From an optimization exercise on the open Yosys and OpenROAD flow, aimed at a short achievable clock period and few clock cycles per item; shortcuts taken in it are not production practice. At most, simulation tests tie the RTL to the original design; equivalence was not proved. Power and IR drop assume default switching activity.

==> xenon <==
## virtio_mmio_top
module virtio_mmio_top
#(
	parameter int ID_W      = 1,
	parameter int QUEUE_NUM = 1
)
(
	input  logic            axi_aclk,
	input  logic            axi_aresetn,
	input  logic [ID_W-1:0] awid,
	input  logic [11:0]     awaddr,
	input  logic [7:0]      awlen,
	input  logic [1:0]      awburst,
	input  logic            awvalid,
	output logic            awready,
	input  logic [31:0]     wdata,
	input  logic            wlast,
	input  logic            wvalid,
	output logic            wready,
	output logic [ID_W-1:0] bid,
	output logic [1:0]      bresp,
	output logic            bvalid,
	input  logic            bready,
	input  logic [ID_W-1:0] arid,
	input  logic [11:0]     araddr,
	input  logic [7:0]      arlen,
	input  logic [1:0]      arburst,
	input  logic            arvalid,
	output logic            arready,
	output logic [ID_W-1:0] rid,
	output logic [31:0]     rdata,
	output logic [1:0]      rresp,
	output logic            rlast,
	output logic            rvalid,
	input  logic            rready,
	output logic            interrupt
);
export LEC_CHECK = 0
export ABC_CLOCK_PERIOD_IN_PS = 1000
export CAP_MARGIN = 20
export CORE_MARGIN = 2
export CORE_UTILIZATION = 40
export SETUP_SLACK_MARGIN = 3.3
export SLEW_MARGIN = 20
create_clock -name core_clock -period 5.0 [get_ports {axi_aclk}]
run.sh (not shown) runs the stock make flow with config.mk's settings and CLKGATE_MAP_FILE= SYNTH_SCRIPT=/design/flow/synth_recipe.tcl, a recipe that flattens the netlist after the stock synthesis.
==> quartz (differences from xenon) <==
--- a/flow/design.v
+++ b/flow/design.v
@@ -71,18 +71,15 @@
 	assign beat_ok   = wf_ne || w_hs;
 	assign beat_data = wf_ne ? wf_data[wf_rp] : wdata;
 	assign beat_last = wf_ne ? wf_last[wf_rp] : wlast;
 	assign ctx_sel   = cur ? cur_sel   : in_sel;
 	assign ctx_addr  = cur ? cur_addr  : awaddr[11:2];
 	assign ctx_fixed = cur ? cur_fixed : in_fixed;
 	assign ctx_id    = cur ? cur_id    : awid;
-	logic [12:0] cur_sel_next, in_sel_next;
-	wr_slot_decode #(.NEXT(1)) i_dec_next (.addr(cur_addr), .sel(cur_sel_next));
-	wr_slot_decode #(.NEXT(1)) i_dec_next_in (.addr(awaddr[11:2]), .sel(in_sel_next));
-	assign ctx_sel_next = cur ? cur_sel_next : in_sel_next;
+	wr_slot_decode #(.NEXT(1)) i_dec_next (.addr(ctx_addr), .sel(ctx_sel_next));
 	assign go = beat_ok && (cur || aw_hs);
 	assign in_to_cur = (go && cur && beat_last && !awf_ne) || (!go && !cur);
 	assign awf_push  = aw_hs && cur && !(go && beat_last && !awf_ne);
 	assign awf_pop   = go && beat_last && awf_ne;
 	assign wf_pop    = go && wf_ne;
 	assign wf_push   = w_hs && !(go && !wf_ne);
 	assign b_push    = go && beat_last;
@@ -322,18 +319,15 @@
 	assign src_len   = cur ? cur_len   : arlen;
 	assign in_last   = (arlen == 8'd0);
 	assign src_last  = cur ? cur_last  : in_last;
 	assign src_last_next = cur ? (cur_len == 8'd1) : (arlen == 8'd1);
 	assign src_fixed = cur ? cur_fixed : in_fixed;
 	assign src_id    = cur ? cur_id    : arid;
 	assign go        = take && (cur || ar_hs);
-	logic [16:0] cur_sel_next;
-	rd_slot_decode #(.NEXT(1)) i_dec_next (.addr(cur_addr), .sel(cur_sel_next));
-	rd_slot_decode #(.NEXT(1)) i_dec_next_in (.addr(araddr[11:2]), .sel(in_sel_next));
-	assign src_sel_next = cur ? cur_sel_next : in_sel_next;
+	rd_slot_decode #(.NEXT(1)) i_dec_next (.addr(src_addr), .sel(src_sel_next));
 	assign bank_rsel    = cur_sel;
 	assign bank_rsel_in = in_sel;
 	assign in_used  = ar_hs && !cur;
 	assign arf_push = ar_hs && cur && !(take && cur_last && !arf_ne);
 	assign arf_pop  = take && cur && cur_last && arf_ne;
 	always_comb
 	begin
@@ -383,15 +377,15 @@
 	begin
 		if (!axi_aresetn)
 		begin
 			rdata <= '0;
 			rlast <= 1'b0;
 			rid   <= '0;
 		end
-		else if (take)
+		else if (go)
 		begin
 			rdata <= cur ? bank_rdata : bank_rdata_in;
 			rlast <= src_last;
 			rid   <= src_id;
 		end
 	end
 	always_ff @(posedge axi_aclk)
==> pepper (differences from xenon) <==
--- a/flow/design.v
+++ b/flow/design.v
@@ -47,15 +47,15 @@
 	logic [9:0]      cur_addr;
 	logic            cur_fixed;
 	logic [ID_W-1:0] cur_id;
 	logic [3:0]      out_cnt;
 	logic            out_full, out_full_n;
 	logic [ID_W-1:0] bf_id [MAX_OUT];
 	logic [2:0]      bf_rp, bf_wp;
-	logic [3:0]      bf_cnt;
+	logic            bf_ne;
 	logic            aw_hs, w_hs, b_hs;
 	logic            beat_ok, go;
 	logic [31:0]     beat_data;
 	logic            beat_last;
 	logic [12:0]     in_sel, ctx_sel, ctx_sel_next;
 	logic            in_fixed;
 	logic [9:0]      ctx_addr;
@@ -75,14 +75,17 @@
 	assign ctx_addr  = cur ? cur_addr  : awaddr[11:2];
 	assign ctx_fixed = cur ? cur_fixed : in_fixed;
 	assign ctx_id    = cur ? cur_id    : awid;
 	logic [12:0] cur_sel_next, in_sel_next;
 	wr_slot_decode #(.NEXT(1)) i_dec_next (.addr(cur_addr), .sel(cur_sel_next));
 	wr_slot_decode #(.NEXT(1)) i_dec_next_in (.addr(awaddr[11:2]), .sel(in_sel_next));
 	assign ctx_sel_next = cur ? cur_sel_next : in_sel_next;
+	logic [9:0] cur_addr_next, in_addr_next;
+	assign cur_addr_next = cur_fixed ? cur_addr : cur_addr + 10'd1;
+	assign in_addr_next  = in_fixed ? awaddr[11:2] : awaddr[11:2] + 10'd1;
 	assign go = beat_ok && (cur || aw_hs);
 	assign in_to_cur = (go && cur && beat_last && !awf_ne) || (!go && !cur);
 	assign awf_push  = aw_hs && cur && !(go && beat_last && !awf_ne);
 	assign awf_pop   = go && beat_last && awf_ne;
 	assign wf_pop    = go && wf_ne;
 	assign wf_push   = w_hs && !(go && !wf_ne);
 	assign b_push    = go && beat_last;
@@ -182,15 +185,15 @@
 			bank_wdata  <= beat_data;
 			bank_wzero  <= (beat_data == 32'd0);
 			bank_whzero <= (beat_data[31:1] == 31'd0);
 		end
 		if (go && !beat_last)
 		begin
 			cur_sel   <= ctx_fixed ? ctx_sel : ctx_sel_next;
-			cur_addr  <= ctx_fixed ? ctx_addr : ctx_addr + 10'd1;
+			cur_addr  <= cur ? cur_addr_next : in_addr_next;
 			cur_fixed <= ctx_fixed;
 			cur_id    <= ctx_id;
 		end
 		else if (go && awf_ne)
 		begin
 			cur_sel   <= awf_sel[awf_rp];
 			cur_addr  <= awf_addr[awf_rp];
@@ -203,42 +206,41 @@
 			cur_addr  <= awaddr[11:2];
 			cur_fixed <= in_fixed;
 			cur_id    <= awid;
 		end
 	end
 	logic bf_push, bf_pop, out_load;
 	assign out_load = !bvalid || b_hs;
-	assign bf_pop   = out_load && (bf_cnt != 0);
-	assign bf_push  = b_push && !(out_load && (bf_cnt == 0));
+	assign bf_ne    = (bf_rp != bf_wp);
+	assign bf_pop   = out_load && bf_ne;
+	assign bf_push  = b_push && !(out_load && !bf_ne);
 	always_ff @(posedge axi_aclk)
 	begin
 		if (!axi_aresetn)
 		begin
 			bvalid <= 1'b0;
 			bf_rp  <= '0;
 			bf_wp  <= '0;
-			bf_cnt <= '0;
 		end
 		else
 		begin
 			if (out_load)
-				bvalid <= (bf_cnt != 0) || b_push;
+				bvalid <= bf_ne || b_push;
 			if (bf_push)
 				bf_wp <= bf_wp + 1'b1;
 			if (bf_pop)
 				bf_rp <= bf_rp + 1'b1;
-			bf_cnt <= bf_cnt + 4'(bf_push) - 4'(bf_pop);
 		end
 	end
 	always_ff @(posedge axi_aclk)
 	begin
 		if (!axi_aresetn)
 			bid <= '0;
 		else if (out_load)
-			bid <= (bf_cnt != 0) ? bf_id[bf_rp] : ctx_id;
+			bid <= bf_ne ? bf_id[bf_rp] : ctx_id;
 	end
 	always_ff @(posedge axi_aclk)
 	begin
 		if (bf_push)
 			bf_id[bf_wp] <= ctx_id;
 	end
 endmodule
@@ -326,14 +328,17 @@
 	assign src_fixed = cur ? cur_fixed : in_fixed;
 	assign src_id    = cur ? cur_id    : arid;
 	assign go        = take && (cur || ar_hs);
 	logic [16:0] cur_sel_next;
 	rd_slot_decode #(.NEXT(1)) i_dec_next (.addr(cur_addr), .sel(cur_sel_next));
 	rd_slot_decode #(.NEXT(1)) i_dec_next_in (.addr(araddr[11:2]), .sel(in_sel_next));
 	assign src_sel_next = cur ? cur_sel_next : in_sel_next;
+	logic [9:0] cur_addr_next, in_addr_next;
+	assign cur_addr_next = cur_fixed ? cur_addr : cur_addr + 10'd1;
+	assign in_addr_next  = in_fixed ? araddr[11:2] : araddr[11:2] + 10'd1;
 	assign bank_rsel    = cur_sel;
 	assign bank_rsel_in = in_sel;
 	assign in_used  = ar_hs && !cur;
 	assign arf_push = ar_hs && cur && !(take && cur_last && !arf_ne);
 	assign arf_pop  = take && cur && cur_last && arf_ne;
 	always_comb
 	begin
@@ -404,15 +409,15 @@
 			arf_last[arf_wp]  <= in_last;
 			arf_fixed[arf_wp] <= in_fixed;
 			arf_id[arf_wp]    <= arid;
 		end
 		if (go && !src_last)
 		begin
 			cur_sel   <= src_fixed ? src_sel : src_sel_next;
-			cur_addr  <= src_fixed ? src_addr : src_addr + 10'd1;
+			cur_addr  <= cur ? cur_addr_next : in_addr_next;
 			cur_len   <= src_len - 8'd1;
 			cur_last  <= src_last_next;
 			cur_fixed <= src_fixed;
 			cur_id    <= src_id;
 		end
 		else if (go && arf_ne)
 		begin
==> flow/flow/run.sh (new file) <==
#!/bin/bash
# The standard layout, with two sizing options changed so timing repair can
# work on the port buffers: port buffers start as buf_4 instead of a delay
# cell, and resizing may change a cell's footprint.
set -euo pipefail
bash standard.sh MATCH_CELL_FOOTPRINT=0 "BUFFER_PORTS_ARGS=-buffer_cell sky130_fd_sc_hd__buf_4" finish > standard_flow.log 2>&1
==> flow/standard.sh (new file) <==
#!/bin/bash
# synth_recipe.tcl (not shown) runs the flow's synth.tcl, then flattens the netlist and writes it again
# the make line also repeats each setting of config.mk as NAME=value (left out here)
make -C /OpenROAD-flow-scripts/flow DESIGN_CONFIG=/design/flow/config.mk WORK_HOME=/design/flow/orfs CLKGATE_MAP_FILE= SYNTH_SCRIPT=/design/flow/synth_recipe.tcl "${@:-finish}"
removed: flow/run.sh
==> comparison table <==
| metric | quartz | pepper | xenon |
|---|---|---|---|
| Run status | complete, no violations | complete, no violations | complete, no violations |
| Antenna Diode Count | 2 | 0 | 0 |
| Number of core rows | 100 | 101 | 101 |
| Register area | 16300 µm² | 16200 µm² | 16300 µm² |
| Post-Route Utilization | 0.589 | 0.559 | 0.568 |
| Max Fanout on Critical Path | 6 | 7 | 6 |
| Maximum vdd drop | 280 µV | 322 µV | 250 µV |
| Seq/Total Area, Yosys | 0.536 | 0.523 | 0.531 |
| Vias per Instance | 6.45 | 6.31 | 6.33 |
| Sum of met3 wire segment lengths after detailed routing | 20400 µm | 17000 µm | 17200 µm |
| Required arrival time at the worst endpoint | 5400 ps | 5370 ps | 5360 ps |
| Count of unique library cells instantiated by Yosys | 83 | 95 | 90 |
| Reg2Reg Launch Point | i_axi_read_engine.cur | i_axi_read_engine.cur | i_axi_read_engine.cur_addr[6] |
| Fill cell instance count of the final layout | 5619 | 6228 | 6082 |
| Fraction of power spent switching nets | 0.319 | 0.319 | 0.283 |
| Inserted Clock Buffers | 71 | 73 | 72 |
Testbench counts of quartz, summed over its fixed seeds: cycles 8,757, items 11,627.
The RTL of xenon and pepper was laid out without a check of its function.

-- separate check: timing with driven ports --
How much do the figures lean on ideal ports? The routed layouts below were timed once more, with nothing changed but the port constraints.
Step 1 sets driving cells, clkbuf_16 on the clock port and buf_2 on the other inputs (assumed; they add their load-dependent delay and slew).
Step 2 adds t to the input delays and takes it off the output delays; t is the mean of the earliest and latest rising clock arrival at the registers after step 1. Input paths then give back, and output paths get back, about the clock's delay inside the block.
a / b / c = ideal / step 1 / step 2; a / b = the first two.
| run | shift t [ns] | slack for setup (ns) | hold WS [ns] | pins driven straight from the clock port |
|---|---|---|---|---|
| xenon | 0.689 | 2.561 / 2.584 / 1.895 | 0.469 / 0.469 / 0.469 | 1 |
| quartz | 0.699 | 2.684 / 2.652 / 1.953 | 0.463 / 0.463 / 0.463 | 1 |
| pepper | 0.674 | 2.533 / 2.552 / 1.878 | 0.472 / 0.472 / 0.472 | 1 |
After both steps setup and hold are still met in every run listed. The setup slack of quartz, which loses most, moves by -0.032 ns with the drivers and by -0.731 ns with both steps.
